Background: an optimization exercise with open tools, aiming at small area and a short achievable clock period. Do not read the settings as production practice.
Function was checked by simulation only, so behaviour that the tests miss may differ from the original.
No activity file was given, so power comes from the tool's default toggle rates.

--- run.sh ---
#!/bin/bash
# synth_recipe.tcl (not shown) runs the flow's synth.tcl, then flattens the netlist and writes it again
# the make line also repeats each setting of config.mk as NAME=value (left out here)
make -C /OpenROAD-flow-scripts/flow DESIGN_CONFIG=/design/flow/config.mk WORK_HOME=/design/flow/orfs CLKGATE_MAP_FILE= SYNTH_SCRIPT=/design/flow/synth_recipe.tcl finish
--- config.mk ---
export PLATFORM = sky130hd
export DESIGN_NAME = matrix_ctrl
export DESIGN_NICKNAME = matrix_ctrl
export VERILOG_FILES = /design/flow/design.v
export SDC_FILE = /design/flow/constraint.sdc
export NUM_CORES = 4
export LEC_CHECK = 0
export CAP_MARGIN = 20
export CORE_MARGIN = 2
export CORE_UTILIZATION = 40
export PLACE_DENSITY = 0.6
export SETUP_SLACK_MARGIN = 1.0
export SLEW_MARGIN = 20
--- constraint.sdc ---
create_clock -name core_clock -period 3.5 [get_ports {clk}]
set_input_delay 0.7000 -clock core_clock [delete_from_list [all_inputs] [get_ports {clk}]]
set_output_delay 0.7000 -clock core_clock [all_outputs]
set_load 0.01 [all_outputs]
--- design.v ---
package mcu_pkg;
    typedef logic [28-1:0]       inst_t;
    typedef logic [12-1:0]       addr_t;
    typedef logic [(12 + 2)-1:0]        ptr_t;
    typedef logic [64-1:0]       data_t;
    typedef logic [6-1:0] upc_t;
    typedef logic [14-1:0]      uinst_t;
    typedef logic [11-1:0]       loop_t;
    typedef enum logic [1:0] {
        ST_IDLE,
        ST_FETCH,
        ST_DECODE,
        ST_EXEC
    } ctrl_state_t;
endpackage
module matrix_ctrl (
    input  logic            clk,
    input  logic            rstn,
    input  mcu_pkg::inst_t  inst,
    input  logic            inst_valid,
    input  mcu_pkg::data_t  mem_rd_data_0,
    input  mcu_pkg::data_t  mem_rd_data_1,
    input  mcu_pkg::data_t  mem_rd_data_2,
    input  mcu_pkg::data_t  mem_rd_data_3,
    output mcu_pkg::addr_t  mem_addr_0,
    output mcu_pkg::addr_t  mem_addr_1,
    output mcu_pkg::addr_t  mem_addr_2,
    output mcu_pkg::addr_t  mem_addr_3,
    output logic            mem_wr_en_0,
    output logic            mem_wr_en_1,
    output logic            mem_wr_en_2,
    output logic            mem_wr_en_3,
    output mcu_pkg::data_t  a_data,
    output mcu_pkg::data_t  b_data,
    output mcu_pkg::data_t  c_data,
    output logic            macs_en,
    output logic            macs_signal,
    output logic            finish
);
    localparam logic [3:0] S_IDLE  = 4'd0,
                           S_FETCH = 4'd1,
                           S_D0    = 4'd2,
                           S_D1    = 4'd3,
                           S_D2    = 4'd4,
                           S_D3    = 4'd5,
                           S_D4    = 4'd6,
                           S_D5    = 4'd7,
                           S_E0    = 4'd8,
                           S_MARK0 = 4'd9,
                           S_MARK1 = 4'd10,
                           S_MAC0  = 4'd11,
                           S_MAC1  = 4'd12,
                           S_WEN   = 4'd13,
                           S_DONE  = 4'd14;
    logic [3:0]  state, next_state;
    logic [13:0] a_q, b_q, c_q;           
    logic [13:0] s1, s2, s3;              
    logic [11:0] idx;                     
    logic        is_mac, sign_q;          
    logic [10:0] cnt;                     
    logic        msig;
    wire st_fetch = (state == S_FETCH);
    wire st_d0    = (state == S_D0);
    wire st_d1    = (state == S_D1);
    wire st_d2    = (state == S_D2);
    wire st_d3    = (state == S_D3);
    wire st_d5    = (state == S_D5);
    wire st_idle  = (state == S_IDLE);
    wire st_mac   = (state == S_MAC0) | (state == S_MAC1);
    wire st_wen   = (state == S_WEN);
    wire last     = (cnt == 11'd1);
    always_comb begin
        case (state)
            S_IDLE:  next_state = S_FETCH;
            S_FETCH: next_state = inst_valid ? S_D0 : S_FETCH;
            S_D0:    next_state = S_D1;
            S_D1:    next_state = S_D2;
            S_D2:    next_state = S_D3;
            S_D3:    next_state = S_D4;
            S_D4:    next_state = S_D5;
            S_D5:    next_state = S_E0;
            S_E0:    next_state = is_mac ? S_MARK0 : S_DONE;
            S_MARK0: next_state = S_MARK1;
            S_MARK1: next_state = S_MAC0;
            S_MAC0:  next_state = S_MAC1;
            S_MAC1:  next_state = S_WEN;
            S_WEN:   next_state = last ? S_DONE : S_MARK1;
            default: next_state = S_IDLE;
        endcase
    end
    always_ff @(posedge clk or negedge rstn) begin
        if (!rstn) begin
            state <= S_IDLE;
            msig  <= 1'b0;
            a_q   <= '0;
            b_q   <= '0;
            c_q   <= '0;
        end else begin
            state <= next_state;
            if (st_idle) msig <= 1'b0;
            else if (st_d0) msig <= is_mac & sign_q;
            if (st_d5) begin
                a_q <= s3;
                b_q <= s2;
                c_q <= s1;
            end else begin
                if (st_mac) begin
                    a_q[11:0] <= a_q[11:0] + 1'b1;
                    b_q[11:0] <= b_q[11:0] + 1'b1;
                end
                if (st_wen) c_q[11:0] <= c_q[11:0] + 1'b1;
            end
        end
    end
    always_ff @(posedge clk) begin
        s1 <= mem_rd_data_0[13:0];
        s2 <= s1;
        s3 <= s2;
        if (st_fetch) begin
            idx    <= inst[24:13];
            is_mac <= (inst[27:25] == 3'b100);
            sign_q <= inst[12];
            cnt    <= {5'd0, inst[11:6]};
        end else if (st_wen) begin
            cnt <= cnt - 1'b1;
        end
    end
    assign macs_signal = msig;
    assign macs_en     = st_mac;
    assign finish      = (state == S_DONE);
    wire [1:0] d_bank = {c_q[13], ~c_q[12]};
    assign mem_wr_en_0 = st_wen & (d_bank == 2'd0);
    assign mem_wr_en_1 = st_wen & (d_bank == 2'd1);
    assign mem_wr_en_2 = st_wen & (d_bank == 2'd2);
    assign mem_wr_en_3 = st_wen & (d_bank == 2'd3);
    logic [11:0] port_addr [4];
    always_comb begin
        for (int p = 0; p < 4; p++) begin
            if (c_q[13] == p[1])                port_addr[p] = c_q[11:0];
            else if (b_q[13:12] == 2'(p))       port_addr[p] = b_q[11:0];
            else if (a_q[13:12] == 2'(p))       port_addr[p] = a_q[11:0];
            else                                port_addr[p] = 12'd0;
        end
    end
    wire table_en = st_d1 | st_d2 | st_d3;
    wire [3:0] table_idx = st_d1 ? idx[11:8] : st_d2 ? idx[7:4] : idx[3:0];
    assign mem_addr_0 = table_en ? {8'd0, table_idx} : port_addr[0];
    assign mem_addr_1 = port_addr[1];
    assign mem_addr_2 = port_addr[2];
    assign mem_addr_3 = port_addr[3];
    mcu_pkg::data_t rd [4];
    assign rd[0] = mem_rd_data_0;
    assign rd[1] = mem_rd_data_1;
    assign rd[2] = mem_rd_data_2;
    assign rd[3] = mem_rd_data_3;
    assign a_data = rd[a_q[13:12]];
    assign b_data = rd[b_q[13:12]];
    assign c_data = rd[c_q[13:12]];
endmodule
==> reports/metrics.csv <==
stage,metric,value,unit
status,outcome,"complete, no violations",
floorplan,Die H,162,um
global_route,remaining global-route overflow,0,
yosys,Syn Area/Cell,12.0,um2
global_route,GR met2 Demand/Resource,62.7,%
clock_network,CTS tree,built,
global_route,number of global-route vias before repair,11159,
final_layout,fin util,76.3,%
clock_network,H-tree Lvls,4,
yosys,post-synth top area cell,mux4_2,
global_route,gr busiest metal,met2,
clock_network,clk sinks,114,
drt,Pre-antenna DRT Iters,6,
clock_network,CTS root buf,clkbuf_16,
drt,Final ANT Viol Nets,0,
yosys,mux share of post-synthesis cell area,44.7,%
floorplan,Core Area,0.0243,mm2
global_route,initial antenna violation count,19,
floorplan,Top Ports,534,
placement,I/O Buffers,527,
sta,RSZ-0062 raised after global routing,true,
yosys,warnings from Yosys,3,
power_and_ir_drop,"IR drop worst, VDD",637,uV
setup_path,critical path required time,2.80,ns
setup_path,Startpoint Class,flip-flop,
drt,drt total wl,59.4,mm
clock_network,CTS max path bufs,2,
clock_network,worst skew pair latency,0.42,ns
final_layout,Syn-to-layout area delta,87.0,%
setup_path,CP Data Arrival Time,2.16,ns
final_layout,Nets,1766,
global_route,grt met3 use,19.9,%
drt,detailed router's first-iteration violation count,1567,
setup_path,kind of critical path,reg2out,
yosys,synth cell count leaders,"mux4_2 (192), nor2_1 (91), nand2_1 (80)",
drt,Vias,11723,
yosys,Compound-Gate Fraction of Synth Area,7.92,%
floorplan,row count,57,
final_layout,share of cells above drive strength 1,49.4,%
yosys,number of synthesized flops with an enable pin,20,
run,max-cap violations,0,
yosys,Post-synth ARST share,41.2,%
yosys,Post-Synth Adder-Cell Area,0.630,%
power_and_ir_drop,Pwr Density,1070,mW/mm2
sta,Final Hold Viols,0,
clock_network,CTS buffer count,17,
yosys,Cells after Synth,824,
sta,Max Slew Vio Count,0,
floorplan,width of the die,162,um
yosys,Synth Flop Type,dfxtp_1,
yosys,Netlist cell types,50,
drt,DR WL/cell,32.6,um
sta,Slew @ Worst Pin,0.992,ns
sta,crit share post-route,81.6,%
power_and_ir_drop,leakage power total,7.43,nW
yosys,Synth Area in XOR/XNOR,3.44,%
yosys,Syn Nets,1116,
sta,setup violators final,0,
drt,Remaining DRCs,0,
global_route,first-pass GRT wire length,79.3,mm
global_route,gr usage total,43.0,%
sta,relative slew slack,33.5,%
yosys,post-synth top area share,43.6,%
yosys,"flops & latches, synth",114,
sta,max frequency,350,MHz
setup_path,Setup crit end kind,output port,
yosys,Synth Area in Simple Gates,11.7,%
yosys,register area share after synthesis,27.4,%
sta,clk_skew,0.0107,ns
placement,HPWL Detailed,40.1,mm
floorplan,Starting Density,40.8,%
min_path,worst hold-check path type,reg2reg,
yosys,largest family of logic cells by synthesized area,multiplexers,
floorplan,Die Footprint,0.0261,mm2
setup_path,CP max FO,6,
placement,GP Congestion,0.963,
placement,# placed instances,1626,
sta,Fin Setup TNS,0,ns
global_route,met1 usage,57.2,%
yosys,cell with the most instances after synthesis,mux4_2,
yosys,mapped cell area,0.00992,mm2
drt,drt via density,6.42,
global_route,largest net degree at the start of global routing,46,
yosys,largest cells by area after synthesis,"mux4_2 (44%), dfrtp_1 (12%), dfxtp_1 (9.5%)",
clock_network,"CTS clk-pin slew, worst paths",0.06,ns
final_layout,Layout Cells excl Fill,1825,
sta,min cycle time layout,2.86,ns
-- per-stage QoR --
| stage | worst slack (ns) | power, mW | hold WS (ns) | area, um2 |
|---|---|---|---|---|
| after floorplan | 1.19 | 8.37 | 0.327 | 9920 |
| after global placement | 0.432 | 14.3 | 0.333 | 15600 |
| after detailed placement | 0.447 | 14.3 | 0.336 | 15600 |
| after CTS | 0.723 | 17.9 | 0.344 | 17500 |
| after global routing | 0.616 | 20.5 | 0.348 | 18500 |
| final | 0.643 | 19.9 | 0.347 | 18600 |
-- registers in the layout, indices dropped and copies added (netlist names) --
signal  cells
a_q        14
b_q        14
c_q        14
cnt        11
idx        12
is_mac      1
msig        1
s1         14
s2         14
s3         14
sign_q      1
state       4
-- metal layers --
metal,vias up,wire (um),share of wire (%)
met1,5889,21000,35
met2,993,26500,45
met3,180,9630,16
met4,10,2280,3.8
li1,4651,-,-
met5,-,60,0.10
-- cells by family after synthesis --
family | Yosys count
AOI/OAI and AO/OA | 117
xor gates and xnor gates | 39
buffers and inverters | 96
DFF | 114
muxes | 202
adders and majority gates | 5
and+or+nand+nor | 251
-- final timing paths --
kind | startpoint | to | slack (ns) | cells past startpoint
min in group asynchronous | rstn | msig | 0.43 | 1
min | s2[9] | s3[9] | 0.35 | 0
max reg2reg | state[3] | b_q[3] | 1.17 | 5
max | b_q[12] | mem_addr_1[4] | 0.64 | 7
max in group asynchronous | rstn | b_q[3] | 2.31 | 2
min reg2reg | s2[9] | s3[9] | 0.35 | 0
-- critical path, stage by stage (launching register included) --
cell and delay [ns]:
dfrtp_4 0.51, buf_6 0.16, nor2b_4 0.13, nor3b_2 0.21
buf_4 0.21, nand2_1 0.09, a31oi_2 0.25, buf_2 0.17
-- report_power, final --
part	total, mW	switching, mW	internal, mW
Sequential	2.65	0.848	1.80
Clock	1.84	0.634	1.21
Combinational	15.4	7.19	8.25
-- area by class of cell --
type	count	area, um2
repair buffers	720	7520
multi-input cells	614	7190
fillers	1638	5760
flip-flops and latches	114	2750
clock buffers	25	538
well taps	324	405
clock inverters	7	92.6
diodes	14	35.0
inverters	7	31.3
-- timing repair --
action                     4_1_cts  5_1_grt
hold endpoints to repair         0        0
setup endpoints to repair      246      245
gates resized for setup       1181      226
hold buffers                     0        0
pin swaps                       41       39
cloned                          15        5
buffers inserted                98       35
-- cells in the final DEF, fill, tap and decap left out, types with 32 or more instances in the layout --
cell type	Yosys	routed
nand2_1	80	65
buf_4	2	75
mux4_2	192	192
dlygate4sd2_1	0	63
a21oi_1	39	38
buf_12	0	32
dfxtp_1	47	47
nor2_1	91	88
clkdlybuf4s50_1	0	231
buf_6	0	212
buf_2	41	67
dfrtp_1	47	37

[what the ideal ports hide]
The results above use ideal ports. As a check the final layout listed here was re-extracted and re-timed, cells and wires unchanged.
Step 1, drivers: a clkbuf_16 drives clk and a buf_2 each remaining input, both assumed.
Step 2 moves the port delays by t, midway between the first and last clock arrival at a register: inputs arrive t later, outputs are due t later. That takes back most of the time a late clock gives input paths.
a / b / c = ideal ports / drivers / drivers and shift; a / b = the first two.
t, ns: 0.463
slack for setup (ns): 0.643 / 0.592 / 0.656
worst hold slack (ns): 0.347 / 0.347 / 0.347
After both steps this run still meets setup and hold. The setup slack of this run moves by -0.051 ns with the drivers and by +0.013 ns with both steps.
